Source: an optimization exercise on an open RTL-to-GDS flow (aim: small area and a short achievable clock period). Production flows keep margins and buffers that such runs may drop.
The RTL was checked by simulation tests, not by an equivalence proof against the original design.
No activity file was given, so power comes from the tool's default toggle rates.

--- design.v ---
package mem_pkg;
  localparam int unsigned DEF_ADDR_W   = 6;
  localparam int unsigned DEF_WAIT_CYC = 2;
  function automatic logic mem_fault_chk(input logic [31:0] addr, input logic is_byte,
                                         input int unsigned addr_w);
    logic [31:0] hi;
    hi = addr >> (addr_w + 2);
    mem_fault_chk = (!is_byte && (addr[1:0] != 2'b00)) || (hi != 32'd0);
  endfunction
endpackage
module dmem_ram #(
  parameter int unsigned ADDR_W = 6
) (
  input  logic                        clk,
  input  logic [(1<<ADDR_W)*4-1:0]    rn,
  input  logic [31:0]                 cn,
  input  logic [(1<<ADDR_W)-1:0]      rsel,
  output logic [31:0]                 rdata_lo,
  output logic [31:0]                 rdata_hi
);
  localparam int unsigned N = 1 << ADDR_W;
  logic [31:0] mem [0:N-1];
  always_ff @(posedge clk) begin
    for (int w = 0; w < N; w++)
      for (int b = 0; b < 32; b++)
        mem[w][b] <= ~((rn[4*w + b/8] | cn[b]) & mem[w][b]);
  end
  always_comb begin
    rdata_lo = '0;
    rdata_hi = '0;
    for (int w = 0; w < N/2; w++) begin
      rdata_lo = rdata_lo | (mem[w]       & {32{rsel[w]}});
      rdata_hi = rdata_hi | (mem[w + N/2] & {32{rsel[w + N/2]}});
    end
  end
endmodule
module dmem_responder #(
  parameter int unsigned ADDR_W   = mem_pkg::DEF_ADDR_W,
  parameter int unsigned WAIT_CYC = mem_pkg::DEF_WAIT_CYC
) (
  input  logic        clk,
  input  logic        reset_n,
  input  logic        MemReq_M,
  input  logic        MemWrite_M,
  input  logic        ByteM,
  input  logic [31:0] ALUO_M,
  input  logic [31:0] WriteDataM,
  output logic [31:0] DataR_M,
  output logic        Mem_stall,
  output logic        Mem_fault
);
  localparam int unsigned N = 1 << ADDR_W;
  logic           s0, s1, fault_o;
  logic           nbusy_o, done_o;
  logic [N-1:0]   wsel_q;
  logic [1:0]     lane_q;
  logic [3:0]     lwa_q, lwb_q;
  logic           byte_q, ok_q, ph_q;
  logic [31:0]    cn_q;
  logic [31:0]    data_q;
  logic           fault_c;
  assign fault_c = mem_pkg::mem_fault_chk(ALUO_M, ByteM, ADDR_W);
  always_ff @(posedge clk or negedge reset_n) begin
    if (!reset_n) begin
      s0      <= 1'b0;
      s1      <= 1'b0;
      fault_o <= 1'b0;
      nbusy_o <= 1'b1;
      done_o  <= 1'b0;
    end else begin
      s0      <= ~s1 & (s0 | MemReq_M);
      s1      <= s0;
      fault_o <= s1 & s0 & fault_c;
      nbusy_o <= done_o | (nbusy_o & ~MemReq_M);
      done_o  <= ~nbusy_o;
    end
  end
  always_ff @(posedge clk) begin
    for (int w = 0; w < N; w++)
      wsel_q[w] <= (ALUO_M[ADDR_W+1:2] == ADDR_W'(w)) & ~fault_c;
    lane_q  <= ALUO_M[1:0];
    byte_q  <= ByteM;
    ok_q    <= ~fault_c;
    ph_q    <= ~ph_q;
  end
  always_ff @(posedge clk or negedge reset_n) begin
    if (!reset_n) lwa_q <= '0;
    else
      for (int i = 0; i < 4; i++)
        lwa_q[i] <= s0 & ~s1 & MemWrite_M & (~ByteM | (ALUO_M[1:0] == 2'(i)));
  end
  logic [31:0] wdata;
  assign wdata = ByteM ? {4{WriteDataM[7:0]}} : WriteDataM;
  always_ff @(posedge clk) begin
    lwb_q <= lwa_q;
    cn_q  <= (|lwa_q) ? ~(wdata ^ {32{ph_q}}) : '0;
  end
  logic [N*4-1:0] rn;
  logic [31:0]    rword_lo, rword_hi, hi_q, word;
  always_comb begin
    for (int w = 0; w < N; w++)
      for (int i = 0; i < 4; i++) rn[4*w+i] = ~(wsel_q[w] & (lwa_q[i] | lwb_q[i]));
  end
  dmem_ram #(
    .ADDR_W (ADDR_W)
  ) u_ram (
    .clk      (clk),
    .rn       (rn),
    .cn       (cn_q),
    .rsel     (wsel_q),
    .rdata_lo (rword_lo),
    .rdata_hi (rword_hi)
  );
  always_ff @(posedge clk) hi_q <= rword_hi;
  assign word = (data_q | hi_q) ^ {32{~ph_q}};
  always_ff @(posedge clk or negedge reset_n) begin
    if (!reset_n) data_q <= '0;
    else if (s0) begin
      if (!s1)         data_q <= rword_lo;
      else if (!ok_q)  data_q <= '0;
      else if (byte_q) data_q <= {24'd0, word[{lane_q, 3'b000} +: 8]};
      else             data_q <= word;
    end
  end
  assign Mem_stall = ~(nbusy_o & ~(MemReq_M & reset_n & ~done_o));
  assign Mem_fault = fault_o;
  assign DataR_M   = data_q;
endmodule
--- config.mk ---
export PLATFORM = sky130hd
export DESIGN_NAME = dmem_responder
export DESIGN_NICKNAME = dmem_responder
export VERILOG_FILES = /design/flow/design.v
export SDC_FILE = /design/flow/constraint.sdc
export NUM_CORES = 4
export LEC_CHECK = 0
export CAP_MARGIN = 20
export CORE_MARGIN = 2
export CORE_UTILIZATION = 65
export CTS_CLUSTER_DIAMETER = 80
export CTS_CLUSTER_SIZE = 30
export PLACE_DENSITY = 0.75
export SETUP_SLACK_MARGIN = 2.65
export SLEW_MARGIN = 20
--- run.sh ---
#!/bin/bash
# synth_recipe.tcl (not shown) runs the flow's synth.tcl, then flattens the netlist and writes it again
# the make line also repeats each setting of config.mk as NAME=value (left out here)
make -C /OpenROAD-flow-scripts/flow DESIGN_CONFIG=/design/flow/config.mk WORK_HOME=/design/flow/orfs CLKGATE_MAP_FILE= SYNTH_SCRIPT=/design/flow/synth_recipe.tcl finish
--- constraint.sdc ---
create_clock -name core_clock -period 5.0 [get_ports {clk}]
set_input_delay 1.0000 -clock core_clock [delete_from_list [all_inputs] [get_ports {clk}]]
set_output_delay 1.0000 -clock core_clock [all_outputs]
set_load 0.01 [all_outputs]
==> run notes, run 1 <==
RUN STATUS
------------------------------------------------------------------------------------------------------
Result of the run                                                                         complete, no violations

PWR
------------------------------------------------------------------------------------------------------
Combinational cell fraction of total power                                                        7.3%
Worst ir drop on vdd                                                                        0.000430 V
Net Sw Frac                                                                                      26.2%
Internal Power                                                                                 21.3 mW
Static leakage                                                                                 30.1 nW
Clock network fraction of design power                                                           29.4%
Net Sw Power                                                                                   7.56 mW
Power Density                                                                               383 nW/µm²
Sequential power share                                                                           63.3%
Tot Pwr                                                                                        28.9 mW

FLOORPLAN
------------------------------------------------------------------------------------------------------
Vertical die dimension                                                                          334 µm
Effective utilization at floorplan                                                               65.8%
Chip width                                                                                      334 µm
Area of the die                                                                            111,000 µm²
Top-level port count                                                                               103
Placeable core region                                                                      107,000 µm²
Std cell rows                                                                                      120

GRT
------------------------------------------------------------------------------------------------------
Remaining global-route overflow                                                                      0
Total routing resource utilization after global routing                                          43.6%
Via count of the first global-routing pass                                                       54.4k
Pin count of the biggest net entering global routing                                                65
Wire length of the first global-routing pass                                                    363 mm
Number of antenna violations at the first check in global routing                                   12

CELLS AND AREA
------------------------------------------------------------------------------------------------------
Cell area after layout                                                                      75,500 µm²
Non-filler instance count after layout                                                           8,003
Area growth syn-to-layout                                                                        6.87%
Post-layout net count                                                                            6,647
Fraction of layout cells with a size suffix above 1                                              7.73%
Layout filler cell count                                                                         7,971

PLACED DESIGN
------------------------------------------------------------------------------------------------------
Area of placed instances                                                                    72,300 µm²
Final Wtd Congestion                                                                             0.946
Port Buffer Count                                                                                  102
Post-detailed-placement half-perimeter wirelength                                               159 mm
Number of cells after detailed placement                                                         7,856
Setup WS pre-CTS                                                                               1.45 ns

ROUTING
------------------------------------------------------------------------------------------------------
Vias after detailed routing                                                                      58.6k
Post-route antenna net violation count                                                               0
Routed vias/inst                                                                                  7.33
Starting DRC count in detailed routing                                                           9,210
Total Wirelength                                                                                250 mm
DRC                                                                                                  0
Routed length per placed instance                                                              31.2 µm
First drt pass iteration count                                                                       9

LOGIC SYNTHESIS
------------------------------------------------------------------------------------------------------
Number of register bits inferred by synthesis                                                    2,226
Synth Instances                                                                                  6,790
Post-synthesis area per instance                                                              10.4 µm²
Sequential cell area fraction in the yosys report                                                63.4%
Top flip-flop cell by instance count after synthesis                                      sky130_fd_sc_hd__dfxtp_1
Number of warnings printed during yosys synthesis                                                    3
Cell area after technology mapping                                                          70,600 µm²
Count of cell types in the netlist                                                                  41
Number of nets in the synthesized netlist                                                        6,859
Number of enable-type register cells in the synthesized netlist                                      0
Fraction of synthesis flops using an asynchronous set or reset pin                               1.84%

CRITICAL PATH
------------------------------------------------------------------------------------------------------
Kind of end point of the critical path                                                            flop
Kind of critical path                                                                     flop to flop
Critical Path Start Type                                                                          flop
Worst Path Buf+Inv                                                                                   1
Reg-to-reg critical path startpoint                                                         wsel_q[21]
CP max-delay cell                                                                         sky130_fd_sc_hd__dfxtp_2
Crit-path max cell delay                                                                       0.56 ns
Maximum fanout encountered on the critical timing path                                              21
Cell Chain, Critical Path                                                                 buf_4, a22o_1, a221oi_2, nand4_1, nor3_2, o221ai_1
Worst flop-to-flop path endpoint                                                            data_q[14]
Worst reg2reg setup slack                                                                      2.51 ns
Required time of the worst setup path                                                          5.58 ns
Critical path origin                                                                        wsel_q[21]
Crit path depth                                                                                      6
Worst path arrival time                                                                        3.07 ns
Cell family with the largest share of critical-path delay                                 compound AO/OA/AOI/OAI gates
Worst setup path end                                                                        data_q[14]
Register-to-Register Path Depth                                                                      6

CLOCK TREE
------------------------------------------------------------------------------------------------------
Clock latency of the later-clocked register in the worst-skew pair                             0.72 ns
Clock tree from TritonCTS                                                                        built
Clock transition at the register clock pins on the worst setup and hold paths after CTS        0.11 ns
Clock buffer count from CTS                                                                         84
Maximum clock insertion buffer count                                                                 3
Clock sink count                                                                                 2,226
Maximum level of the CTS H-tree                                                                      3
Number of buffers added to fix hold violations after cts                                             0
Root cell of the clock tree                                                               sky130_fd_sc_hd__clkbuf_16

STA
------------------------------------------------------------------------------------------------------
Final Skew                                                                                   0.0260 ns
Transition time at the pin with the least slew margin                                          1.19 ns
Setup total negative slack                                                                        0 ns
Ratio of final minimum period to clock period                                                    49.7%
Worst-case headroom to the max-slew limit                                                        20.3%
Final min period                                                                               2.49 ns
Final-report setup violation count                                                                   0
Number of max-slew violations in the final report                                                    0
Final number of hold-violating endpoints                                                             0
RSZ-0062 raised after global routing                                                              true
Final setup margin                                                                             2.51 ns
Highest clock frequency the design can meet                                                    402 MHz

WORST HOLD PATH
------------------------------------------------------------------------------------------------------
Beginning of the worst hold path                                                          u_ram.mem[13][30]
Hold/Removal Path Class                                                                   flop to flop

FLOW RUN
------------------------------------------------------------------------------------------------------
Reported max-cap violation count                                                                     0

==> logic make-up after synthesis <==
| group | synth area share, % |
|---|---|
| flops | 63.4 |
| xor+xnor | 0.794 |
| compound gates | 26.7 |
| mux | 0.595 |
| buf+inv | 3.06 |
| simple gates | 5.45 |
==> metal layers <==
layer | global-route usage [%] | share of wire (%) | routed length, µm | vias to the layer above
met2 | 64.5 | 42 | 106000 | 4496
li1 | - | - | - | 24700
met5 | 0 | 0.037 | 92 | -
met3 | 12.7 | 14 | 35300 | 966
met4 | 24.6 | 6.8 | 17000 | 14
met1 | 57.3 | 37 | 91600 | 28500
==> sequential cells by signal, summed over array words and instances, names as in the netlist <==
signal,flops
s0,1
fault_o,1
lwa_q,4
hi_q,32
cn_q,32
u_ram.mem,2048
nbusy_o,1
wsel_q,64
lwb_q,4
s1,1
ph_q,1
data_q,32
done_o,1
byte_q,1
lane_q,2
ok_q,1
==> how the worst min path moves through the flow <==
stage,to,cells after the start
global route,u_ram.mem[62][18],1
global placement,u_ram.mem[5][5],1
detailed placement,u_ram.mem[42][3],1
CTS,u_ram.mem[53][5],1
floorplan,lwb_q[3],0
finish,u_ram.mem[13][30],1
==> cells in the final DEF, fill, tap and decap left out, types with 41 or more instances in the layout <==
cell                              netlist  layout
sky130_fd_sc_hd__dfxtp_1             2185    2088
sky130_fd_sc_hd__o21ai_0             2049    2048
sky130_fd_sc_hd__a22oi_1              632     631
sky130_fd_sc_hd__nand2_1              262     262
sky130_fd_sc_hd__a22o_1               196     196
sky130_fd_sc_hd__a221oi_1             196     179
sky130_fd_sc_hd__nand4_1              157     157
sky130_fd_sc_hd__buf_4                  0     146
sky130_fd_sc_hd__clkbuf_16              0      87
sky130_fd_sc_hd__dfxtp_2                0      79
sky130_fd_sc_hd__nand3_1               70      70
sky130_fd_sc_hd__nor2_1                67      67
sky130_fd_sc_hd__xnor2_1               56      56
sky130_fd_sc_hd__nor3_1                86      45
sky130_fd_sc_hd__clkdlybuf4s50_1        0      44
sky130_fd_sc_hd__nor3_2                10      41
==> power groups by stage <==
stage | clock network (mW) | logic [mW] | registers [mW]
2_1_floorplan | 0 | 1.40 | 18.3
3_3_place_gp | 0 | 1.97 | 18.6
3_5_place_dp | 0 | 1.99 | 18.7
4_1_cts | 8.44 | 1.99 | 18.2
5_1_grt | 9.04 | 2.14 | 18.3
6_report | 8.51 | 2.11 | 18.3
==> Yosys cell counts (all sizes together), types with 8 or more instances <==
library cell,instances,area [µm²]
xnor2,56,490
nand2,262,983
nand2b,31,194
nor4,23,144
o21ai,2049,10300
a22oi,632,4740
nor2,67,251
a22o,196,1720
o221ai,24,210
dfxtp,2185,43700
nand4,157,982
or4,32,240
o2111ai,9,85.1
clkbuf,435,1630
a21oi,28,140
xor2,8,70.1
buf,123,512
nor2b,10,62.6
nor3,96,531
mux2,16,180
a221oi,196,1720
dfrtp,40,1000
mux2i,24,240
nand3,70,350
==> what timing repair did <==
item                       CTS  global route
buffers inserted            31             5
pin swaps                    4            27
cloned                       3             0
gates resized for setup    237            80
setup endpoints to repair  146           196
==> stage by stage <==
stage	util, %	hold WS (ns)
after floorplan	-	0.360
after detailed placement	67.4	0.382
final	70.3	0.403
after global placement	67.4	0.374
after global routing	70.3	0.415
after CTS	69.9	0.407
==> cell type report <==
cell class	count	area, µm²	area share [%]
sequential	2226	45000	59.6
multi-input combinational	4005	24200	32.1
timing repair buffer	257	2270	3.01
clock buffer	100	2230	2.95
tap	1403	1760	2.33
clock inverter	3	36.3	0.0481
inverter	4	15.0	0.0199
antenna	5	12.5	0.0166
==> run 2: changes to the inputs <==
--- a/design.v
+++ b/design.v
@@ -58,3 +58,2 @@
   logic           byte_q, ok_q, ph_q;
-  logic [31:0]    cn_q;
   logic [31:0]    data_q;
@@ -62,2 +61,4 @@
   assign fault_c = mem_pkg::mem_fault_chk(ALUO_M, ByteM, ADDR_W);
+  logic st1;
+  assign st1 = s0 & ~s1 & MemWrite_M;
   always_ff @(posedge clk or negedge reset_n) begin
@@ -89,10 +90,5 @@
       for (int i = 0; i < 4; i++)
-        lwa_q[i] <= s0 & ~s1 & MemWrite_M & (~ByteM | (ALUO_M[1:0] == 2'(i)));
+        lwa_q[i] <= st1 & (~ByteM | (ALUO_M[1:0] == 2'(i)));
   end
-  logic [31:0] wdata;
-  assign wdata = ByteM ? {4{WriteDataM[7:0]}} : WriteDataM;
-  always_ff @(posedge clk) begin
-    lwb_q <= lwa_q;
-    cn_q  <= (|lwa_q) ? ~(wdata ^ {32{ph_q}}) : '0;
-  end
+  always_ff @(posedge clk) lwb_q <= lwa_q;
   logic [N*4-1:0] rn;
@@ -108,3 +104,3 @@
     .rn       (rn),
-    .cn       (cn_q),
+    .cn       (hi_q),
     .rsel     (wsel_q),
@@ -113,3 +109,9 @@
   );
-  always_ff @(posedge clk) hi_q <= rword_hi;
+  logic [31:0] wdata;
+  assign wdata = ByteM ? {4{WriteDataM[7:0]}} : WriteDataM;
+  always_ff @(posedge clk) begin
+    if (st1)         hi_q <= '0;
+    else if (|lwa_q) hi_q <= ~(wdata ^ {32{ph_q}});
+    else             hi_q <= rword_hi;
+  end
   assign word = (data_q | hi_q) ^ {32{~ph_q}};
==> run 2 against run 1 <==
- worst setup slack improved by 0.017 ns
- synthesized cell count about the same
- synthesized area down 0.64%
- largest power group unchanged
- critical endpoint is now Mem_stall
- routed wire length is 2.1% higher
==> run notes, run 2 <==
RUN STATUS
------------------------------------------------------------------------------------------------------
Result of the run                                                                         complete, no violations

FLOORPLAN
------------------------------------------------------------------------------------------------------
Area of the die                                                                            111,000 µm²
Vertical die dimension                                                                          333 µm
Chip width                                                                                      333 µm
Effective utilization at floorplan                                                               65.6%
Top-level port count                                                                               103
Placeable core region                                                                      107,000 µm²
Std cell rows                                                                                      120

STA
------------------------------------------------------------------------------------------------------
Final-report setup violation count                                                                   0
Final Skew                                                                                   0.0213 ns
Number of max-slew violations in the final report                                                    0
Final number of hold-violating endpoints                                                             0
Final min period                                                                               2.47 ns
Highest clock frequency the design can meet                                                    405 MHz
Setup total negative slack                                                                        0 ns
RSZ-0062 raised after global routing                                                              true
Transition time at the pin with the least slew margin                                          1.25 ns
Ratio of final minimum period to clock period                                                    49.4%
Worst-case headroom to the max-slew limit                                                        16.2%

CLOCK TREE
------------------------------------------------------------------------------------------------------
Number of buffers added to fix hold violations after cts                                             0
Maximum clock insertion buffer count                                                                 3
Clock latency of the later-clocked register in the worst-skew pair                             0.74 ns
Root cell of the clock tree                                                               sky130_fd_sc_hd__clkbuf_16
Clock tree from TritonCTS                                                                        built
Clock transition at the register clock pins on the worst setup and hold paths after CTS        0.08 ns
Maximum level of the CTS H-tree                                                                      3
Clock buffer count from CTS                                                                         83
Clock sink count                                                                                 2,194

CELLS AND AREA
------------------------------------------------------------------------------------------------------
Area growth syn-to-layout                                                                        7.17%
Util after Layout                                                                                70.3%
Register name with the most flops                                                            u_ram.mem
Largest register FFs                                                                             2,048
Registers with the highest flip-flop counts                                               u_ram.mem: 2048 flops, wsel_q: 64 flops
Fraction of layout cells with a size suffix above 1                                              8.36%
Commonest non-fill, non-tap cells in the layout                                           2,056 x sky130_fd_sc_hd__dfxtp_1, 2,050 x sky130_fd_sc_hd__o21ai_0, 676 x sky130_fd_sc_hd__a22oi_1
Post-layout net count                                                                            6,651
Most frequent standard cell in the layout excluding fill and tap cells                    sky130_fd_sc_hd__dfxtp_1

CRITICAL PATH
------------------------------------------------------------------------------------------------------
Required time of the worst setup path                                                          4.00 ns
Maximum fanout encountered on the critical timing path                                               2
Kind of end point of the critical path                                                     output port
Kind of critical path                                                                     input port to output port
Worst path arrival time                                                                        1.47 ns
Critical Path Start Type                                                                    input port

GRT
------------------------------------------------------------------------------------------------------
Number of antenna violations at the first check in global routing                                   14
Total routing resource utilization after global routing                                          44.4%
Remaining global-route overflow                                                                      0
Pin count of the biggest net entering global routing                                                66
Most used routing layer                                                                           met2
Met2 track utilization from global routing                                                       63.8%
Met1 Usage GRT                                                                                   59.1%
Wire length of the first global-routing pass                                                    369 mm
Via count of the first global-routing pass                                                       55.2k
Fraction of met3 tracks used by global routing                                                   13.3%

WORST HOLD PATH
------------------------------------------------------------------------------------------------------
Hold/Removal Path Class                                                                   flop to flop

ROUTING
------------------------------------------------------------------------------------------------------
Starting DRC count in detailed routing                                                           9,916
First drt pass iteration count                                                                       8
Total Wirelength                                                                                255 mm
DRC                                                                                                  0
Vias after detailed routing                                                                      59.3k
Post-route antenna net violation count                                                               0
Routed vias/inst                                                                                  7.40
Routed length per placed instance                                                              31.8 µm

LOGIC SYNTHESIS
------------------------------------------------------------------------------------------------------
Most instantiated library cell after synthesis                                            sky130_fd_sc_hd__dfxtp_1
Sequential cell area fraction in the yosys report                                                62.9%
Synth Instances                                                                                  6,789
Number of warnings printed during yosys synthesis                                                    3
Number of nets in the synthesized netlist                                                        6,858
Cell area after technology mapping                                                          70,200 µm²
Top flip-flop cell by instance count after synthesis                                      sky130_fd_sc_hd__dfxtp_1
Fraction of post-synthesis cell area in the top cell type by area                                61.4%
Leading post-synthesis cells by instance count                                            2,153 x sky130_fd_sc_hd__dfxtp_1, 2,051 x sky130_fd_sc_hd__o21ai_0, 676 x sky130_fd_sc_hd__a22oi_1
Count of cell types in the netlist                                                                  43
Post-synthesis area per instance                                                              10.3 µm²
Ranking of synthesized cells by area                                                      sky130_fd_sc_hd__dfxtp_1 61%, sky130_fd_sc_hd__o21ai_0 15%, sky130_fd_sc_hd__a22oi_1 7.2%
Number of register bits inferred by synthesis                                                    2,194
Largest area contributor in the netlist                                                   sky130_fd_sc_hd__dfxtp_1
Number of enable-type register cells in the synthesized netlist                                      0
Fraction of synthesis flops using an asynchronous set or reset pin                               1.87%

PLACED DESIGN
------------------------------------------------------------------------------------------------------
Post-detailed-placement half-perimeter wirelength                                               162 mm
Final Wtd Congestion                                                                              1.01
Port Buffer Count                                                                                  102

FLOW RUN
------------------------------------------------------------------------------------------------------
Reported max-cap violation count                                                                     0

PWR
------------------------------------------------------------------------------------------------------
Worst ir drop on vdd                                                                        0.000306 V
Power Density                                                                               396 nW/µm²
Static leakage                                                                                 29.6 nW

-- run 2: cell count changes after synthesis, sizes merged, moves of 32 or more --
cell	change
nand3	+50
clkbuf	+46
a22oi	+44
buf	-39
dfxtp	-32
nor2	-32
-- run 2: layout make-up --
type | count | area [µm²]
clock inverters | 3 | 30.0
diodes | 7 | 17.5
well taps | 1403 | 1760
flip-flops and latches | 2194 | 44300
multi-input cells | 4007 | 24400
fillers | 8090 | 31800
repair buffers | 269 | 2310
clock buffers | 102 | 2280
inverters | 27 | 101
-- run 2: cell families (layout without fill, tap and decap cells) --
group                  count (synthesis)  in the layout  synth area share, %
AND/OR/NAND/NOR                      708            712                 5.00
XOR/XNOR                              64             64                0.799
multiplexers                          40             40                0.599
other                                  0              7                    0
AO/OA/AOI/OAI                       3191           3191                 27.5
buffers and inverters                592            401                 3.24
flip-flops                          2194           2194                 62.9
-- run 2: repair_timing --
| action | CTS | global route |
|---|---|---|
| pin swaps | 3 | 32 |
| setup buffers | 24 | 5 |
| setup endpoints to repair | 164 | 115 |
| resized for setup | 248 | 76 |
| gates cloned | 4 | 1 |
-- run 2: report_power, final --
| group | switching, mW | leakage (nW) | internal (mW) |
|---|---|---|---|
| logic | 2.62 | 9.79 | 0.585 |
| clock network | 5.28 | 1.12 | 3.26 |
| registers | 0.448 | 18.7 | 17.6 |
| total | 8.35 | 29.6 | 21.5 |
-- run 2: layer usage --
layer | vias to the layer above | routed length, µm
met1 | 28800 | 95600
li1 | 24800 | -
met5 | - | 299
met2 | 4732 | 105000
met4 | 18 | 17700
met3 | 958 | 35900
-- run 2: per-stage QoR --
| step | instances | total power [mW] | area (µm²) | hold slack [ns] | setup slack, ns |
|---|---|---|---|---|---|
| finish | 8012 | 29.8 | 75200 | 0.402 | 2.53 |
| CTS | 7999 | 29.5 | 74800 | 0.403 | 2.42 |
| global route | 8008 | 30.4 | 75200 | 0.414 | 2.50 |
| global placement | 7866 | 21.3 | 72000 | 0.375 | 1.54 |
| floorplan | 6789 | 20.0 | 70200 | 0.365 | 2.51 |
| detailed placement | 7866 | 21.4 | 72000 | 0.381 | 1.56 |
-- run 2: worst paths after layout --
check                                  from          endpoint  slack [ns]  cells past startpoint
max in group asynchronous           reset_n        data_q[10]        3.86                      2
min reg2reg                u_ram.mem[47][6]  u_ram.mem[47][6]        0.40                      1
max                                 reset_n         Mem_stall        2.53                      4
min                        u_ram.mem[47][6]  u_ram.mem[47][6]        0.40                      1
max reg2reg                      wsel_q[34]           hi_q[7]        2.60                      6
min in group asynchronous           reset_n        data_q[18]        0.54                      2
-- run 2: worst max-delay path, cell delays in order --
cell	delay (ns)
sky130_fd_sc_hd__clkbuf_4	0.17
sky130_fd_sc_hd__nand2_2	0.07
sky130_fd_sc_hd__o21ai_2	0.09
sky130_fd_sc_hd__buf_2	0.13
==> run 3: changes to the inputs <==
--- a/config.mk
+++ b/config.mk
@@ -11,3 +11,3 @@
 export CTS_CLUSTER_DIAMETER = 80
-export CTS_CLUSTER_SIZE = 30
+export CTS_CLUSTER_SIZE = 28
 export PLACE_DENSITY = 0.75
==> run 3 against run 2 <==
- sequential share of layout area down 0.080 points
- synthesized cell count unchanged
- clock power is 2.5% higher
- critical path depth is 2 lower
- die area is the same
- critical path type is now flop to output port
- via count grew 0.13%
==> run notes, run 3 <==
CRITICAL PATH
------------------------------------------------------------------------------------------------------
Required time of the worst setup path                                                          4.00 ns
Critical Path Start Type                                                                          flop
Worst flop-to-flop path endpoint                                                             data_q[6]
Maximum fanout encountered on the critical timing path                                               2
Reg-to-reg critical path startpoint                                                          wsel_q[3]
Kind of critical path                                                                     flop to output port
Worst path arrival time                                                                        1.46 ns
Worst reg2reg setup slack                                                                      2.55 ns
Kind of end point of the critical path                                                     output port
Register-to-Register Path Depth                                                                      5
Worst setup path end                                                                         Mem_stall
Critical path origin                                                                           nbusy_o

LOGIC SYNTHESIS
------------------------------------------------------------------------------------------------------
Number of enable-type register cells in the synthesized netlist                                      0
Most instantiated library cell after synthesis                                            sky130_fd_sc_hd__dfxtp_1
Top flip-flop cell by instance count after synthesis                                      sky130_fd_sc_hd__dfxtp_1
Number of register bits inferred by synthesis                                                    2,194
Count of cell types in the netlist                                                                  43
Post-synthesis area per instance                                                              10.3 µm²
Number of nets in the synthesized netlist                                                        6,858
Cell area after technology mapping                                                          70,200 µm²
Fraction of post-synthesis cell area in the top cell type by area                                61.4%
Synth Instances                                                                                  6,789
Ranking of synthesized cells by area                                                      sky130_fd_sc_hd__dfxtp_1 61%, sky130_fd_sc_hd__o21ai_0 15%, sky130_fd_sc_hd__a22oi_1 7.2%
Sequential cell area fraction in the yosys report                                                62.9%
Largest area contributor in the netlist                                                   sky130_fd_sc_hd__dfxtp_1
Fraction of synthesis flops using an asynchronous set or reset pin                               1.87%
Leading post-synthesis cells by instance count                                            2,153 x sky130_fd_sc_hd__dfxtp_1, 2,051 x sky130_fd_sc_hd__o21ai_0, 676 x sky130_fd_sc_hd__a22oi_1
Number of warnings printed during yosys synthesis                                                    3

FLOORPLAN
------------------------------------------------------------------------------------------------------
Vertical die dimension                                                                          333 µm
Effective utilization at floorplan                                                               65.6%
Std cell rows                                                                                      120
Top-level port count                                                                               103
Chip width                                                                                      333 µm
Area of the die                                                                            111,000 µm²
Placeable core region                                                                      107,000 µm²

CLOCK TREE
------------------------------------------------------------------------------------------------------
Number of buffers added to fix hold violations after cts                                             0
Clock buffer count from CTS                                                                         88
Clock tree from TritonCTS                                                                        built
Maximum clock insertion buffer count                                                                 3
Clock transition at the register clock pins on the worst setup and hold paths after CTS        0.11 ns
Clock sink count                                                                                 2,194
Maximum level of the CTS H-tree                                                                      3
Clock latency of the later-clocked register in the worst-skew pair                             0.74 ns
Root cell of the clock tree                                                               sky130_fd_sc_hd__clkbuf_16

FLOW RUN
------------------------------------------------------------------------------------------------------
Reported max-cap violation count                                                                     0

PLACED DESIGN
------------------------------------------------------------------------------------------------------
Number of cells after detailed placement                                                         7,866
Post-detailed-placement half-perimeter wirelength                                               162 mm
Port Buffer Count                                                                                  102
Final Wtd Congestion                                                                              1.01

WORST HOLD PATH
------------------------------------------------------------------------------------------------------
Hold/Removal Path Class                                                                   flop to flop
Hold path depth                                                                                      1
Beginning of the worst hold path                                                          u_ram.mem[61][6]

STA
------------------------------------------------------------------------------------------------------
Final-report setup violation count                                                                   0
Worst-case headroom to the max-slew limit                                                        14.6%
RSZ-0062 raised after global routing                                                              true
Setup total negative slack                                                                        0 ns
Highest clock frequency the design can meet                                                    407 MHz
Final min period                                                                               2.46 ns
Number of max-slew violations in the final report                                                    0
Final Skew                                                                                   0.0287 ns
Transition time at the pin with the least slew margin                                          1.28 ns
Final number of hold-violating endpoints                                                             0
Ratio of final minimum period to clock period                                                    49.2%

GRT
------------------------------------------------------------------------------------------------------
Fraction of met3 tracks used by global routing                                                   13.3%
Met1 Usage GRT                                                                                   59.1%
Remaining global-route overflow                                                                      0
Pin count of the biggest net entering global routing                                                66
Via count of the first global-routing pass                                                       55.1k
Total routing resource utilization after global routing                                          44.4%
Number of antenna violations at the first check in global routing                                   15
Met2 track utilization from global routing                                                       63.7%
Most used routing layer                                                                           met2
Wire length of the first global-routing pass                                                    368 mm

ROUTING
------------------------------------------------------------------------------------------------------
Total Wirelength                                                                                254 mm
Vias after detailed routing                                                                      59.4k
DRC                                                                                                  0
Routed length per placed instance                                                              31.7 µm
First drt pass iteration count                                                                       6
Routed vias/inst                                                                                  7.40
Starting DRC count in detailed routing                                                           9,654
Post-route antenna net violation count                                                               0

CELLS AND AREA
------------------------------------------------------------------------------------------------------
Area growth syn-to-layout                                                                        7.32%
Most frequent standard cell in the layout excluding fill and tap cells                    sky130_fd_sc_hd__dfxtp_1
Register name with the most flops                                                            u_ram.mem
Commonest non-fill, non-tap cells in the layout                                           2,056 x sky130_fd_sc_hd__dfxtp_1, 2,049 x sky130_fd_sc_hd__o21ai_0, 676 x sky130_fd_sc_hd__a22oi_1
Non-filler instance count after layout                                                           8,016
Largest register FFs                                                                             2,048
Registers with the highest flip-flop counts                                               u_ram.mem: 2048 flops, wsel_q: 64 flops
Fraction of layout cells with a size suffix above 1                                              8.29%
Post-layout net count                                                                            6,655

PWR
------------------------------------------------------------------------------------------------------
Worst ir drop on vdd                                                                        0.000298 V
Power Density                                                                               398 nW/µm²
Static leakage                                                                                 29.7 nW

RUN STATUS
------------------------------------------------------------------------------------------------------
Result of the run                                                                         complete, no violations

run 3: cell counts after synthesis:
Identical to the previous run, type by type.
run 3: routing by layer:
layer / share of wire (%) / routed length (µm)
met1: 37 / 95100
met2: 41 / 104000
met4: 7.2 / 18200
met3: 14 / 36200
met5: 0.16 / 408
run 3: power breakdown:
| part | switching (mW) | total (mW) | internal [mW] | leakage [nW] |
|---|---|---|---|---|
| combinational | 2.62 | 3.20 | 0.585 | 9.87 |
| sequential | 0.447 | 18.1 | 17.6 | 18.7 |
| clock | 5.35 | 8.75 | 3.40 | 1.18 |
run 3: kinds of logic (layout without fill, tap and decap cells):
logic type | after synthesis | after routing | synth area share (%)
muxes | 40 | 40 | 0.599
other | 0 | 5 | 0
and+or+nand+nor | 708 | 712 | 5.00
buffers and inverters | 592 | 407 | 3.24
AOI/OAI and AO/OA | 3191 | 3191 | 27.5
DFF | 2194 | 2194 | 62.9
xor gates and xnor gates | 64 | 64 | 0.799
run 3: repair_timing:
action,CTS,global route
resized for setup,247,83
setup buffers,23,4
gates cloned,4,2
endpoints found under the setup margin,178,112
pin swaps,3,28
run 3: worst min-delay path by stage:
| stage | endpoint | slack [ns] |
|---|---|---|
| 3_3_place_gp | u_ram.mem[48][9] | 0.37 |
| 3_5_place_dp | u_ram.mem[52][30] | 0.38 |
| 5_1_grt | u_ram.mem[52][26] | 0.41 |
| 6_report | u_ram.mem[61][6] | 0.40 |
| 4_1_cts | u_ram.mem[61][6] | 0.41 |
| 2_1_floorplan | s1 | 0.36 |
run 3: stage by stage:
stage | area, µm² | total power [mW] | utilization, % | hold slack [ns] | setup slack [ns]
detailed placement | 72000 | 21.4 | 67.2 | 0.381 | 1.56
global placement | 72000 | 21.3 | 67.2 | 0.375 | 1.54
floorplan | 70200 | 20.0 | - | 0.365 | 2.51
CTS | 74900 | 29.6 | 70.0 | 0.405 | 2.45
global route | 75300 | 30.6 | 70.4 | 0.412 | 2.53
finish | 75300 | 30.0 | 70.4 | 0.402 | 2.54
run 3: area by class of cell:
cell class	instances	area (µm²)
sequential	2194	44300
inverter	27	101
timing repair buffer	268	2340
tap	1403	1760
multi-input combinational	4007	24400
clock buffer	108	2380
clock inverter	4	37.5
fill	8091	31700
antenna	5	12.5
run 3: critical path, stage by stage, from the launching register on:
cell	delay, ns
sky130_fd_sc_hd__dfstp_2	0.55
sky130_fd_sc_hd__o21ai_2	0.04
sky130_fd_sc_hd__buf_2	0.13
==> run 4: changes to the inputs <==
--- a/config.mk
+++ b/config.mk
@@ -11,5 +11,5 @@
 export CTS_CLUSTER_DIAMETER = 80
-export CTS_CLUSTER_SIZE = 28
+export CTS_CLUSTER_SIZE = 26
 export PLACE_DENSITY = 0.75
-export SETUP_SLACK_MARGIN = 2.65
+export SETUP_SLACK_MARGIN = 2.75
 export SLEW_MARGIN = 20
==> run 4 against run 3 <==
- clock skew is 0.0080 ns lower
- routed wire length is 0.11% higher
- utilization is 0.46 points higher
- clock power is 2% higher
- sequential cell count stayed put
- critical path type unchanged
- combinational power is 3% lower
- still clean on timing, DRC and antenna
- synthesized cell count stayed put
- non-clock buffer count is 4 higher
- sequential share of layout area is 0.35 points lower
- sequential power hardly changed
- cell count is 0.16% higher
- global-route usage is 0.20 points lower
==> run notes, run 4 <==
STA
------------------------------------------------------------------------------------------------------
RSZ-0062 raised after global routing                                                              true
Setup total negative slack                                                                        0 ns
Final number of hold-violating endpoints                                                             0
Final-report setup violation count                                                                   0
Highest clock frequency the design can meet                                                    403 MHz
Final Skew                                                                                   0.0207 ns
Worst-case headroom to the max-slew limit                                                        35.1%
Transition time at the pin with the least slew margin                                         0.973 ns
Final min period                                                                               2.48 ns
Number of max-slew violations in the final report                                                    0
Ratio of final minimum period to clock period                                                    49.6%

CLOCK TREE
------------------------------------------------------------------------------------------------------
Clock transition at the register clock pins on the worst setup and hold paths after CTS        0.10 ns
Clock buffer count from CTS                                                                         94
Maximum level of the CTS H-tree                                                                      3
Clock sink count                                                                                 2,194
Root cell of the clock tree                                                               sky130_fd_sc_hd__clkbuf_16
Number of buffers added to fix hold violations after cts                                             0
Maximum clock insertion buffer count                                                                 3
Clock tree from TritonCTS                                                                        built
Clock latency of the later-clocked register in the worst-skew pair                             0.75 ns

CELLS AND AREA
------------------------------------------------------------------------------------------------------
Post-layout net count                                                                            6,665
Registers with the highest flip-flop counts                                               u_ram.mem: 2048 flops, wsel_q: 64 flops
Area growth syn-to-layout                                                                        8.03%
Non-filler instance count after layout                                                           8,029
Fraction of layout cells with a size suffix above 1                                              8.28%
Layout filler cell count                                                                         7,965
Register name with the most flops                                                            u_ram.mem
Most frequent standard cell in the layout excluding fill and tap cells                    sky130_fd_sc_hd__dfxtp_1
Commonest non-fill, non-tap cells in the layout                                           2,056 x sky130_fd_sc_hd__dfxtp_1, 2,050 x sky130_fd_sc_hd__o21ai_0, 673 x sky130_fd_sc_hd__a22oi_1
Largest register FFs                                                                             2,048

ROUTING
------------------------------------------------------------------------------------------------------
Total Wirelength                                                                                255 mm
First drt pass iteration count                                                                       9
Routed length per placed instance                                                              31.7 µm
WL met3                                                                                        35.5 mm
Starting DRC count in detailed routing                                                           9,503
Max Used Layer                                                                                    met5
Post-route antenna net violation count                                                               0
DRC                                                                                                  0
Total routed wire length on the met1 layer                                                     93.6 mm
Vias after detailed routing                                                                      59.2k
Met2 routed WL                                                                                  106 mm
Routed vias/inst                                                                                  7.37

CRITICAL PATH
------------------------------------------------------------------------------------------------------
Reg-to-reg critical path startpoint                                                         wsel_q[40]
Cell family with the largest share of critical-path delay                                   flip-flops
Required time of the worst setup path                                                          4.00 ns
Cell Chain, Critical Path                                                                 o21ai_2, buf_2
Register-to-Register Path Depth                                                                      6
Crit path depth                                                                                      2
Kind of end point of the critical path                                                     output port
Critical Path Start Type                                                                          flop
Worst Path Buf+Inv                                                                                   1
Kind of critical path                                                                     flop to output port
CP max-delay cell                                                                         sky130_fd_sc_hd__dfstp_2
Maximum fanout encountered on the critical timing path                                               2
Worst reg2reg setup slack                                                                      2.58 ns
Worst flop-to-flop path endpoint                                                               hi_q[6]
Worst setup path end                                                                         Mem_stall
Crit-path max cell delay                                                                       0.56 ns
Critical path origin                                                                           nbusy_o
Worst path arrival time                                                                        1.48 ns

LOGIC SYNTHESIS
------------------------------------------------------------------------------------------------------
Count of cell types in the netlist                                                                  43
Number of register bits inferred by synthesis                                                    2,194
Leading post-synthesis cells by instance count                                            2,153 x sky130_fd_sc_hd__dfxtp_1, 2,051 x sky130_fd_sc_hd__o21ai_0, 676 x sky130_fd_sc_hd__a22oi_1
Largest area contributor in the netlist                                                   sky130_fd_sc_hd__dfxtp_1
Sequential cell area fraction in the yosys report                                                62.9%
Number of warnings printed during yosys synthesis                                                    3
Fraction of post-synthesis cell area in the top cell type by area                                61.4%
Synth Instances                                                                                  6,789
Number of nets in the synthesized netlist                                                        6,858
Post-synthesis area per instance                                                              10.3 µm²
Fraction of synthesis flops using an asynchronous set or reset pin                               1.87%
Cell area after technology mapping                                                          70,200 µm²
Number of enable-type register cells in the synthesized netlist                                      0
Top flip-flop cell by instance count after synthesis                                      sky130_fd_sc_hd__dfxtp_1
Most instantiated library cell after synthesis                                            sky130_fd_sc_hd__dfxtp_1
Ranking of synthesized cells by area                                                      sky130_fd_sc_hd__dfxtp_1 61%, sky130_fd_sc_hd__o21ai_0 15%, sky130_fd_sc_hd__a22oi_1 7.2%

PLACED DESIGN
------------------------------------------------------------------------------------------------------
Port Buffer Count                                                                                  102
Final Wtd Congestion                                                                             0.982
Post-detailed-placement half-perimeter wirelength                                               162 mm
Number of cells after detailed placement                                                         7,854

FLOW RUN
------------------------------------------------------------------------------------------------------
Reported max-cap violation count                                                                     0

RUN STATUS
------------------------------------------------------------------------------------------------------
Result of the run                                                                         complete, no violations

WORST HOLD PATH
------------------------------------------------------------------------------------------------------
Beginning of the worst hold path                                                          u_ram.mem[51][25]
Hold path depth                                                                                      1
Hold/Removal Path Class                                                                   flop to flop

GRT
------------------------------------------------------------------------------------------------------
Remaining global-route overflow                                                                      0
Number of antenna violations at the first check in global routing                                   15
Wire length of the first global-routing pass                                                    367 mm
Pin count of the biggest net entering global routing                                                67
Total routing resource utilization after global routing                                          44.2%
Via count of the first global-routing pass                                                       55.2k

FLOORPLAN
------------------------------------------------------------------------------------------------------
Area of the die                                                                            111,000 µm²
Effective utilization at floorplan                                                               65.6%
Chip width                                                                                      333 µm
Vertical die dimension                                                                          333 µm
Std cell rows                                                                                      120
Top-level port count                                                                               103
Placeable core region                                                                      107,000 µm²

PWR
------------------------------------------------------------------------------------------------------
Power Density                                                                               399 nW/µm²
Worst ir drop on vdd                                                                        0.000379 V
Static leakage                                                                                 30.0 nW

run 4: cell count changes in the layout (fill, tap and decap cells not counted), sizes merged:
cell / previous run / this run
dlymetal6s2s: 12 / 11
bufbuf: 1 / 0
buf: 201 / 206
diode: 5 / 8
clkdlybuf4s50: 53 / 46
dlygate4sd2: 0 / 8
clkbuf: 109 / 114
inv: 31 / 32
run 4: what timing repair did:
action,4_1_cts,5_1_grt
endpoints found under the hold margin,0,0
pin swaps,13,20
resized for setup,297,73
buffers inserted,29,16
cloned,4,0
setup endpoints to repair,688,218
run 4: metal layers:
| metal | GRT usage (%) | up-vias |
|---|---|---|
| met5 | 0 | - |
| met1 | 57.8 | 28800 |
| li1 | - | 24800 |
| met2 | 64.3 | 4516 |
| met4 | 27.7 | 16 |
| met3 | 13.2 | 1027 |
run 4: logic make-up after synthesis:
family	count (synthesis)	share of synthesized area, %
DFF	2194	62.9
xor gates and xnor gates	64	0.799
buffers and inverters	592	3.24
AOI/OAI and AO/OA	3191	27.5
and+or+nand+nor	708	5.00
muxes	40	0.599
run 4: stage by stage:
| step | total power [mW] | area [µm²] | setup WS (ns) | hold slack (ns) | util [%] |
|---|---|---|---|---|---|
| after detailed placement | 21.3 | 71900 | 1.50 | 0.381 | 67.2 |
| final | 30.3 | 75800 | 2.52 | 0.401 | 70.8 |
| after global routing | 30.8 | 75800 | 2.48 | 0.409 | 70.8 |
| after global placement | 21.3 | 71900 | 1.48 | 0.374 | 67.2 |
| after CTS | 29.9 | 75200 | 2.52 | 0.404 | 70.3 |
| after floorplan | 20.0 | 70300 | 2.51 | 0.365 | - |
run 4: area by class of cell:
type                            instances  area [µm²]  share of cell area, %
Multi-Input combinational cell       4007       24500                   32.3
Sequential cell                      2194       44400                   58.5
Clock inverter                          5        51.3                 0.0677
Tap cell                             1403        1760                   2.32
Clock buffer                          113        2490                   3.28
Antenna cell                            8        20.0                 0.0264
Timing Repair Buffer                  272        2520                   3.33
Inverter                               27         101                  0.134
run 4: worst min-delay path by stage:
| stage | endpoint |
|---|---|
| floorplan | s1 |
| global placement | u_ram.mem[15][5] |
| detailed placement | u_ram.mem[18][30] |
| CTS | u_ram.mem[18][30] |
| global route | u_ram.mem[17][9] |
| finish | u_ram.mem[51][25] |
run 4: power by group:
part | leakage [nW] | switching (mW) | total (mW) | internal (mW)
Clock | 1.24 | 5.40 | 8.95 | 3.55
Combinational | 10.0 | 2.49 | 3.12 | 0.625
Sequential | 18.7 | 0.581 | 18.2 | 17.6
run 4: worst register-to-register path: stages, from the launching register on:
cell and delay, ns:
sky130_fd_sc_hd__dfxtp_2 0.49, sky130_fd_sc_hd__buf_4 0.39, sky130_fd_sc_hd__a22o_1 0.30, sky130_fd_sc_hd__a221oi_1 0.52
sky130_fd_sc_hd__nand4_1 0.19, sky130_fd_sc_hd__nor3_1 0.27, sky130_fd_sc_hd__a221oi_1 0.12
==> run 5: changes to the inputs <==
==> flow/run.sh (new file) <==
#!/bin/bash
# The standard layout (the standard.sh: standard synthesis, floorplan,
# placement, CTS, routing), with one change: the buffers that placement puts
# on every input and output port are buf_2 cells instead of the resizer's
# default choice. The resizer may still resize them for timing.
set -euo pipefail
export BUFFER_PORTS_ARGS="-buffer_cell sky130_fd_sc_hd__buf_2"
bash standard.sh > standard_flow.log 2>&1
==> standard.sh (new file) <==
#!/bin/bash
# synth_recipe.tcl (not shown) runs the flow's synth.tcl, then flattens the netlist and writes it again
# the make line also repeats each setting of config.mk as NAME=value (left out here)
make -C /OpenROAD-flow-scripts/flow DESIGN_CONFIG=/design/flow/config.mk WORK_HOME=/design/flow/orfs CLKGATE_MAP_FILE= SYNTH_SCRIPT=/design/flow/synth_recipe.tcl "${@:-finish}"
--- a/config.mk
+++ b/config.mk
@@ -11,5 +11,5 @@
 export CTS_CLUSTER_DIAMETER = 80
-export CTS_CLUSTER_SIZE = 26
+export CTS_CLUSTER_SIZE = 28
 export PLACE_DENSITY = 0.75
-export SETUP_SLACK_MARGIN = 2.75
+export SETUP_SLACK_MARGIN = 2.65
 export SLEW_MARGIN = 20
removed: run.sh
==> run 5 against run 4 <==
- via count decreased by 0.54%
- still clean on timing, DRC and antenna
- fmax increased by 0.70%
- global-route usage increased by 0.14 points
- critical endpoint unchanged
- total power decreased by 1.2%
==> run notes, run 5 <==
LOGIC SYNTHESIS
------------------------------------------------------------------------------------------------------
Fraction of synthesis flops using an asynchronous set or reset pin                               1.87%
Top flip-flop cell by instance count after synthesis                                      sky130_fd_sc_hd__dfxtp_1
Number of enable-type register cells in the synthesized netlist                                      0
Most instantiated library cell after synthesis                                            sky130_fd_sc_hd__dfxtp_1
Synth Instances                                                                                  6,789
Fraction of post-synthesis cell area in the top cell type by area                                61.4%
Count of cell types in the netlist                                                                  43
Leading post-synthesis cells by instance count                                            2,153 x sky130_fd_sc_hd__dfxtp_1, 2,051 x sky130_fd_sc_hd__o21ai_0, 676 x sky130_fd_sc_hd__a22oi_1
Largest area contributor in the netlist                                                   sky130_fd_sc_hd__dfxtp_1
Post-synthesis area per instance                                                              10.3 µm²
Number of warnings printed during yosys synthesis                                                    3
Cell area after technology mapping                                                          70,200 µm²
Sequential cell area fraction in the yosys report                                                62.9%
Number of register bits inferred by synthesis                                                    2,194
Number of nets in the synthesized netlist                                                        6,858
Ranking of synthesized cells by area                                                      sky130_fd_sc_hd__dfxtp_1 61%, sky130_fd_sc_hd__o21ai_0 15%, sky130_fd_sc_hd__a22oi_1 7.2%

ROUTING
------------------------------------------------------------------------------------------------------
DRC                                                                                                  0
Total Wirelength                                                                                253 mm
Routed vias/inst                                                                                  7.35
Starting DRC count in detailed routing                                                           9,453
Vias after detailed routing                                                                      58.9k
Routed length per placed instance                                                              31.6 µm
Post-route antenna net violation count                                                               0
First drt pass iteration count                                                                      12

CRITICAL PATH
------------------------------------------------------------------------------------------------------
Kind of end point of the critical path                                                     output port
Required time of the worst setup path                                                          4.00 ns
Maximum fanout encountered on the critical timing path                                               2
Worst Path Buf+Inv                                                                                   1
CP max-delay cell                                                                         sky130_fd_sc_hd__dfstp_2
Critical Path Start Type                                                                          flop
Worst path arrival time                                                                        1.46 ns
Cell Chain, Critical Path                                                                 o21ai_1, buf_2
Crit-path max cell delay                                                                       0.54 ns
Cell family with the largest share of critical-path delay                                   flip-flops
Kind of critical path                                                                     flop to output port

CLOCK TREE
------------------------------------------------------------------------------------------------------
Clock buffer count from CTS                                                                         88
Number of buffers added to fix hold violations after cts                                             0
Root cell of the clock tree                                                               sky130_fd_sc_hd__clkbuf_16
Clock transition at the register clock pins on the worst setup and hold paths after CTS        0.11 ns
Maximum clock insertion buffer count                                                                 3
Clock latency of the later-clocked register in the worst-skew pair                             0.73 ns
Clock sink count                                                                                 2,194
Maximum level of the CTS H-tree                                                                      3
Clock tree from TritonCTS                                                                        built

CELLS AND AREA
------------------------------------------------------------------------------------------------------
Area of the multi-input gates                                                               24,200 µm²
Area growth syn-to-layout                                                                        6.38%
Commonest non-fill, non-tap cells in the layout                                           2,056 x sky130_fd_sc_hd__dfxtp_1, 2,049 x sky130_fd_sc_hd__o21ai_0, 676 x sky130_fd_sc_hd__a22oi_1
Most frequent standard cell in the layout excluding fill and tap cells                    sky130_fd_sc_hd__dfxtp_1
Post-layout net count                                                                            6,646
Non-filler instance count after layout                                                           8,012
Layout filler cell count                                                                         8,060
Fraction of layout cells with a size suffix above 1                                              8.54%
Register name with the most flops                                                            u_ram.mem
Registers with the highest flip-flop counts                                               u_ram.mem: 2048 flops, wsel_q: 64 flops
Largest register FFs                                                                             2,048
Combined flip-flop and latch cell area                                                      44,300 µm²

PLACED DESIGN
------------------------------------------------------------------------------------------------------
Port Buffer Count                                                                                  102
Post-detailed-placement half-perimeter wirelength                                               164 mm
Final Wtd Congestion                                                                             0.983
Setup WS pre-CTS                                                                               1.85 ns
Number of cells after detailed placement                                                         7,854

STA
------------------------------------------------------------------------------------------------------
Ratio of final minimum period to clock period                                                    49.2%
Highest clock frequency the design can meet                                                    406 MHz
Final Skew                                                                                   0.0271 ns
Final-report setup violation count                                                                   0
Final setup margin                                                                             2.54 ns
Final min period                                                                               2.46 ns
Worst-case headroom to the max-slew limit                                                        33.9%
Number of max-slew violations in the final report                                                    0
Final number of hold-violating endpoints                                                             0
Transition time at the pin with the least slew margin                                         0.991 ns
RSZ-0062 raised after global routing                                                              true
Setup total negative slack                                                                        0 ns

FLOORPLAN
------------------------------------------------------------------------------------------------------
Chip width                                                                                      333 µm
Top-level port count                                                                               103
Std cell rows                                                                                      120
Placeable core region                                                                      107,000 µm²
Effective utilization at floorplan                                                               65.6%
Vertical die dimension                                                                          333 µm
Area of the die                                                                            111,000 µm²

PWR
------------------------------------------------------------------------------------------------------
Static leakage                                                                                 29.5 nW
Worst ir drop on vdd                                                                        0.000318 V
Power Density                                                                               401 nW/µm²

GRT
------------------------------------------------------------------------------------------------------
Pin count of the biggest net entering global routing                                                66
Wire length of the first global-routing pass                                                    368 mm
Remaining global-route overflow                                                                      0
Via count of the first global-routing pass                                                       55.0k
Total routing resource utilization after global routing                                          44.4%
Number of antenna violations at the first check in global routing                                   15

WORST HOLD PATH
------------------------------------------------------------------------------------------------------
Hold/Removal Path Class                                                                   flop to flop

RUN STATUS
------------------------------------------------------------------------------------------------------
Result of the run                                                                         complete, no violations

FLOW RUN
------------------------------------------------------------------------------------------------------
Reported max-cap violation count                                                                     0

run 5: cell counts after synthesis:
Identical to the previous run, type by type.
run 5: final cells by class:
| type | count | share of cell area [%] |
|---|---|---|
| Clock inverter | 4 | 0.0520 |
| Antenna cell | 8 | 0.0268 |
| Tap cell | 1403 | 2.35 |
| Clock buffer | 110 | 3.20 |
| Timing Repair Buffer | 261 | 2.47 |
| Sequential cell | 2194 | 59.4 |
| Inverter | 27 | 0.136 |
| Multi-Input combinational cell | 4005 | 32.4 |
run 5: final timing paths:
| check | start | endpoint | slack (ns) | cells past startpoint |
|---|---|---|---|---|
| setup / recovery | nbusy_o | Mem_stall | 2.54 | 2 |
| hold / removal | u_ram.mem[57][1] | u_ram.mem[57][1] | 0.40 | 1 |
| setup reg to reg | wsel_q[23] | data_q[28] | 2.60 | 6 |
| hold reg to reg | u_ram.mem[57][1] | u_ram.mem[57][1] | 0.40 | 1 |
| max in group asynchronous | reset_n | data_q[18] | 3.88 | 2 |
| min in group asynchronous | reset_n | data_q[8] | 0.47 | 2 |
run 5: worst reg2reg max path: cells and delay by family (launching register included):
kind / cells / cell delay [ns]
AOI/OAI and AO/OA: 4 / 1.01
buffers and inverters: 1 / 0.38
DFF: 1 / 0.58
and+or+nand+nor: 1 / 0.28
run 5: cells by family after synthesis:
family                    count (synthesis)  share of synthesized area, %
and+or+nand+nor                         708                          5.00
DFF                                    2194                          62.9
AOI/OAI and AO/OA                      3191                          27.5
buffers and inverters                   592                          3.24
xor gates and xnor gates                 64                         0.799
muxes                                    40                         0.599
run 5: timing repair:
item | in CTS | in global routing
setup endpoints to repair | 85 | 193
cloned | 0 | 2
resized for setup | 78 | 43
pin swaps | 1 | 5
setup buffers | 26 | 8
run 5: metrics by stage:
step	util [%]	power (mW)	hold WS (ns)	instance area [µm²]
floorplan	-	20.0	0.365	70200
global placement	66.7	21.3	0.374	71400
detailed placement	66.7	21.3	0.382	71400
CTS	69.4	29.6	0.404	74300
global route	69.7	30.5	0.413	74600
finish	69.7	29.9	0.402	74700
run 5: report_power, final:
group          switching [mW]  total (mW)  leakage, nW  internal (mW)
Combinational            2.54        3.07         9.65          0.533
Clock                    5.30        8.71         1.19           3.41
Sequential              0.505        18.1         18.7           17.6
Total                    8.35        29.9         29.5           21.6
run 5: routing by layer:
layer  vias up  global-route usage [%]  wire length [µm]
met4        24                    26.9             18600
met5         -                       0               203
met3      1022                    13.1             35100
met2      4476                    64.2            105000
li1      24800                       -                 -
met1     28600                    58.7             94200
==> run 6: changes to the inputs <==
--- a/design.v
+++ b/design.v
@@ -14,3 +14,3 @@
   input  logic                        clk,
-  input  logic [(1<<ADDR_W)*4-1:0]    rn,
+  input  logic [(1<<ADDR_W)-1:0]      rn,
   input  logic [31:0]                 cn,
@@ -25,3 +25,3 @@
       for (int b = 0; b < 32; b++)
-        mem[w][b] <= ~((rn[4*w + b/8] | cn[b]) & mem[w][b]);
+        mem[w][b] <= ~((rn[w] | cn[b]) & mem[w][b]);
   end
@@ -56,3 +56,3 @@
   logic [1:0]     lane_q;
-  logic [3:0]     lwa_q, lwb_q;
+  logic           wa_q, wb_q;
   logic           byte_q, ok_q, ph_q;
@@ -61,4 +61,2 @@
   assign fault_c = mem_pkg::mem_fault_chk(ALUO_M, ByteM, ADDR_W);
-  logic st1;
-  assign st1 = s0 & ~s1 & MemWrite_M;
   always_ff @(posedge clk or negedge reset_n) begin
@@ -86,14 +84,20 @@
   end
+  logic st1;
+  assign st1 = s0 & ~s1 & MemWrite_M;
   always_ff @(posedge clk or negedge reset_n) begin
-    if (!reset_n) lwa_q <= '0;
-    else
-      for (int i = 0; i < 4; i++)
-        lwa_q[i] <= st1 & (~ByteM | (ALUO_M[1:0] == 2'(i)));
+    if (!reset_n) wa_q <= 1'b0;
+    else          wa_q <= st1;
   end
-  always_ff @(posedge clk) lwb_q <= lwa_q;
-  logic [N*4-1:0] rn;
+  always_ff @(posedge clk) wb_q <= wa_q;
+  logic [N-1:0]   rn;
   logic [31:0]    rword_lo, rword_hi, hi_q, word;
-  always_comb begin
-    for (int w = 0; w < N; w++)
-      for (int i = 0; i < 4; i++) rn[4*w+i] = ~(wsel_q[w] & (lwa_q[i] | lwb_q[i]));
+  assign rn = ~(wsel_q & {N{wa_q | wb_q}});
+  logic [31:0] wdata, wmask;
+  assign wdata = ByteM ? {4{WriteDataM[7:0]}} : WriteDataM;
+  always_comb
+    for (int i = 0; i < 4; i++) wmask[8*i +: 8] = {8{~ByteM | (ALUO_M[1:0] == 2'(i))}};
+  always_ff @(posedge clk) begin
+    if (st1)       hi_q <= ~wmask;
+    else if (wa_q) hi_q <= ~(wmask & (wdata ^ {32{ph_q}}));
+    else           hi_q <= rword_hi;
   end
@@ -109,9 +113,2 @@
   );
-  logic [31:0] wdata;
-  assign wdata = ByteM ? {4{WriteDataM[7:0]}} : WriteDataM;
-  always_ff @(posedge clk) begin
-    if (st1)         hi_q <= '0;
-    else if (|lwa_q) hi_q <= ~(wdata ^ {32{ph_q}});
-    else             hi_q <= rword_hi;
-  end
   assign word = (data_q | hi_q) ^ {32{~ph_q}};
==> run 6 against run 5 <==
- combinational power fell by about 50%
- non-clock buffer count rose by 39
- die area fell by 0.26%
- first-iteration DRC count rose by 13%
- sequential share of layout area fell by 0.50 points
- clock skew rose by 0.0037 ns
- clock-buffer cell count fell by 3
- design area rose by 0.61%
- still clean on timing, DRC and antenna
- largest power group unchanged
- synthesized area fell by 0.27%
- highest routed layer unchanged
- worst hold slack got worse by 0.066 ns
- cell count fell by 1.6%
==> run notes, run 6 <==
ROUTING
-----------------------------------------------------------------------------------------------------------------
Post-route antenna net violation count                                                                          0
DRC                                                                                                             0
Routed vias/inst                                                                                             7.56
Starting DRC count in detailed routing                                                                      10.7k
Vias after detailed routing                                                                                 59.6k
Total Wirelength                                                                                           270 mm
First drt pass iteration count                                                                                  8
Routed length per placed instance                                                                         34.2 µm

LOGIC SYNTHESIS
-----------------------------------------------------------------------------------------------------------------
Leading post-synthesis cells by instance count                                                       2,150 x sky130_fd_sc_hd__dfxtp_1, 2,055 x sky130_fd_sc_hd__o21ai_0, 653 x sky130_fd_sc_hd__clkbuf_1
Number of nets in the synthesized netlist                                                                   6,835
Area share of xor/xnor cells in the synthesized design                                                     0.801%
Count of cell types in the netlist                                                                             43
Mux cell area share after synthesis                                                                        0.601%
Most instantiated library cell after synthesis                                                       sky130_fd_sc_hd__dfxtp_1
Sequential cell area fraction in the yosys report                                                           62.9%
Ranking of synthesized cells by area                                                                 sky130_fd_sc_hd__dfxtp_1 61%, sky130_fd_sc_hd__o21ai_0 15%, sky130_fd_sc_hd__a22oi_1 6.0%
Number of enable-type register cells in the synthesized netlist                                                 0
Simple-gate share of the synthesized area                                                                   3.88%
Number of register bits inferred by synthesis                                                               2,188
Top flip-flop cell by instance count after synthesis                                                 sky130_fd_sc_hd__dfxtp_1
Arithmetic-cell share of the synthesized area counting full adders, half adders and majority gates             0%
Synth Instances                                                                                             6,766
Post-synthesis area per instance                                                                         10.3 µm²
Cell area after technology mapping                                                                     70,000 µm²
Compound-Gate Fraction of Synth Area                                                                        27.9%
Dominant combinational cell family by area after synthesis                                           compound AO/OA/AOI/OAI gates
Fraction of post-synthesis cell area in the top cell type by area                                           61.5%
Number of warnings printed during yosys synthesis                                                               3
Largest area contributor in the netlist                                                              sky130_fd_sc_hd__dfxtp_1
Fraction of synthesis flops using an asynchronous set or reset pin                                          1.74%

STA
-----------------------------------------------------------------------------------------------------------------
Final min period                                                                                          2.46 ns
RSZ-0062 raised after global routing                                                                         true
Final number of hold-violating endpoints                                                                        0
Worst-case headroom to the max-slew limit                                                                   19.6%
Hold slack final                                                                                         0.336 ns
Final-report setup violation count                                                                              0
Final setup margin                                                                                        2.54 ns
Ratio of final minimum period to clock period                                                               49.2%
Transition time at the pin with the least slew margin                                                     1.20 ns
Number of max-slew violations in the final report                                                               0
Highest clock frequency the design can meet                                                               407 MHz
Setup total negative slack                                                                                   0 ns
Final Skew                                                                                              0.0308 ns

FLOORPLAN
-----------------------------------------------------------------------------------------------------------------
Std cell rows                                                                                                 120
Area of the die                                                                                       110,000 µm²
Chip width                                                                                                 332 µm
Vertical die dimension                                                                                     332 µm
Placeable core region                                                                                 107,000 µm²
Top-level port count                                                                                          103
Effective utilization at floorplan                                                                          65.5%

CLOCK TREE
-----------------------------------------------------------------------------------------------------------------
Clock buffer count from CTS                                                                                    88
Root cell of the clock tree                                                                          sky130_fd_sc_hd__clkbuf_16
Maximum clock insertion buffer count                                                                            3
Number of buffers added to fix hold violations after cts                                                        0
Clock tree from TritonCTS                                                                                   built
Clock latency of the later-clocked register in the worst-skew pair                                        0.74 ns
Clock transition at the register clock pins on the worst setup and hold paths after CTS                   0.11 ns
Clock sink count                                                                                            2,188
Maximum level of the CTS H-tree                                                                                 3

CELLS AND AREA
-----------------------------------------------------------------------------------------------------------------
Registers with the highest flip-flop counts                                                          u_ram.mem: 2048 flops, wsel_q: 64 flops
Cell area after layout                                                                                 75,100 µm²
Area growth syn-to-layout                                                                                   7.31%
Most frequent standard cell in the layout excluding fill and tap cells                               sky130_fd_sc_hd__dfxtp_1
Util after Layout                                                                                           70.3%
Register name with the most flops                                                                       u_ram.mem
Fraction of layout cells with a size suffix above 1                                                         10.5%
Commonest non-fill, non-tap cells in the layout                                                      2,053 x sky130_fd_sc_hd__dfxtp_1, 2,052 x sky130_fd_sc_hd__o21ai_0, 564 x sky130_fd_sc_hd__a22oi_1
Largest register FFs                                                                                        2,048
Non-filler instance count after layout                                                                      7,887
Post-layout net count                                                                                       6,522

WORST HOLD PATH
-----------------------------------------------------------------------------------------------------------------
Hold/Removal Path Class                                                                              input port to asynchronous set/reset pin

PLACED DESIGN
-----------------------------------------------------------------------------------------------------------------
Area of placed instances                                                                               71,200 µm²
Number of cells after detailed placement                                                                    7,719
Port Buffer Count                                                                                             102
Post-detailed-placement half-perimeter wirelength                                                          153 mm
Setup WS pre-CTS                                                                                          1.65 ns
Final Wtd Congestion                                                                                        0.908

CRITICAL PATH
-----------------------------------------------------------------------------------------------------------------
Register-to-Register Path Depth                                                                                 3
Required time of the worst setup path                                                                     4.00 ns
Kind of end point of the critical path                                                                output port
Worst path arrival time                                                                                   1.46 ns
Maximum fanout encountered on the critical timing path                                                          2
Worst reg2reg setup slack                                                                                 2.55 ns
Worst flop-to-flop path endpoint                                                                     u_ram.mem[49][26]
Critical Path Start Type                                                                                     flop
Kind of critical path                                                                                flop to output port
Reg-to-reg critical path startpoint                                                                    wsel_q[49]

PWR
-----------------------------------------------------------------------------------------------------------------
Combinational cell fraction of total power                                                                   5.2%
Clock network fraction of design power                                                                      29.8%
Tot Pwr                                                                                                   29.5 mW
Worst ir drop on vdd                                                                                   0.000393 V
Sequential power share                                                                                      65.0%
Power Density                                                                                          392 nW/µm²
Static leakage                                                                                            30.5 nW
Net Sw Frac                                                                                                 27.3%
Internal Power                                                                                            21.4 mW
Net Sw Power                                                                                              8.04 mW

FLOW RUN
-----------------------------------------------------------------------------------------------------------------
Reported max-cap violation count                                                                                0

GRT
-----------------------------------------------------------------------------------------------------------------
Number of antenna violations at the first check in global routing                                              13
Total routing resource utilization after global routing                                                     46.9%
Remaining global-route overflow                                                                                 0
Wire length of the first global-routing pass                                                               381 mm
Via count of the first global-routing pass                                                                  55.1k
Pin count of the biggest net entering global routing                                                           67

RUN STATUS
-----------------------------------------------------------------------------------------------------------------
Result of the run                                                                                    complete, no violations

## run 6: cell types whose count changed after synthesis, moves of 24 or more
cell | previous run | this run
sky130_fd_sc_hd__a22oi_1 | 676 | 564
sky130_fd_sc_hd__a22o_1 | 166 | 230
sky130_fd_sc_hd__nor2_1 | 35 | 60
sky130_fd_sc_hd__nand3_1 | 120 | 94
sky130_fd_sc_hd__nand2_1 | 263 | 77
sky130_fd_sc_hd__a21oi_1 | 27 | 88
sky130_fd_sc_hd__a221oi_1 | 182 | 230
sky130_fd_sc_hd__a211oi_1 | 24 | 0
sky130_fd_sc_hd__clkbuf_1 | 481 | 653
sky130_fd_sc_hd__buf_1 | 67 | 38
## run 6: worst max path at each step
stage                    start  depth (start not counted)  slack, ns         end
detailed placement       ByteM                          6       1.65    hi_q[23]
CTS                    nbusy_o                          2       2.52   Mem_stall
finish                 nbusy_o                          2       2.54   Mem_stall
global route           nbusy_o                          2       2.51   Mem_stall
floorplan           ALUO_M[30]                          8       2.48   wsel_q[0]
global placement    ALUO_M[10]                          6       1.71  wsel_q[60]
## run 6: cell type report
type | instances | area (µm²)
fill | 7917 | 31800
clock inverter | 5 | 46.3
timing repair inverter | 1 | 7.51
clock buffer | 107 | 2380
sequential | 2188 | 44200
tap | 1403 | 1760
multi-input combinational | 3845 | 24100
timing repair buffer | 300 | 2470
antenna | 9 | 22.5
inverter | 29 | 113
## run 6: per-layer routing
metal  wire length [µm]  up-vias  part of all wire, %  track usage, %
met5                102        -                0.038               0
met4              18600       14                  6.9            26.4
met3              47700     1216                   18            17.2
met2             105000     5261                   39            63.4
met1              98300    28800                   36            64.6
li1                   -    24300                    -               -
## run 6: timing repair
item	4_1_cts	5_1_grt
gates cloned	4	1
setup endpoints to repair	895	485
endpoints found under the hold margin	0	0
gates resized for setup	134	64
pin swaps	2	6
setup buffers	20	19
## run 6: logic make-up after synthesis
| kind of cell | count (synthesis) |
|---|---|
| flip-flops | 2188 |
| buffers and inverters | 735 |
| multiplexers | 40 |
| AND/OR/NAND/NOR | 514 |
| XOR/XNOR | 64 |
| AO/OA/AOI/OAI | 3225 |
## run 6: worst max-delay path, cell delays in order (launching register included)
cell and delay, ns:
sky130_fd_sc_hd__dfstp_2 0.56, sky130_fd_sc_hd__o21ai_2 0.05, sky130_fd_sc_hd__buf_2 0.13
## run 6: power by group through the flow
stage | Combinational, mW | Clock [mW] | Sequential [mW]
2_1_floorplan | 1.85 | 0 | 18.0
5_1_grt | 1.56 | 9.25 | 19.3
4_1_cts | 1.23 | 8.66 | 19.1
3_3_place_gp | 1.05 | 0 | 19.5
6_report | 1.53 | 8.77 | 19.2
3_5_place_dp | 1.09 | 0 | 19.5

## static timing again, ports no longer ideal
The results above use ideal ports. As a check the final layouts listed here were re-extracted and re-timed, cells and wires unchanged.
Step 1, drivers: a clkbuf_16 drives clk and a buf_2 each remaining input, both assumed.
Step 2, shift: input delay + t, output delay - t, t = (earliest + latest rising clock arrival at the registers) / 2. This alone moves slack from input paths to output paths.
Slacks: ideal ports / drivers / drivers and shift; pairs: ideal ports / drivers.
| run | t, ns | setup slack, ns | worst setup path at the end | clock arrival spread, ns | pins driven straight from the clock port |
|---|---|---|---|---|---|
| run 1 | 0.780 | 2.514 / 2.484 / 1.903 | input to register | 0.031 / 0.031 | 1 |
| run 2 | 0.803 | 2.531 / 2.433 / 1.920 | input to register | 0.028 / 0.028 | 1 |
| run 3 | 0.799 | 2.542 / 2.461 / 1.913 | input to register | 0.034 / 0.034 | 1 |
| run 4 | 0.820 | 2.521 / 2.439 / 2.016 | input to register | 0.025 / 0.024 | 1 |
| run 5 | 0.801 | 2.538 / 2.459 / 1.968 | input to register | 0.034 / 0.033 | 1 |
| run 6 | 0.803 | 2.542 / 2.465 / 2.045 | input to register | 0.038 / 0.038 | 1 |
After both steps setup and hold are still met in every run listed. For run 3, which loses most, drivers alone change the setup slack by -0.081 ns; drivers and shift together by -0.629 ns.
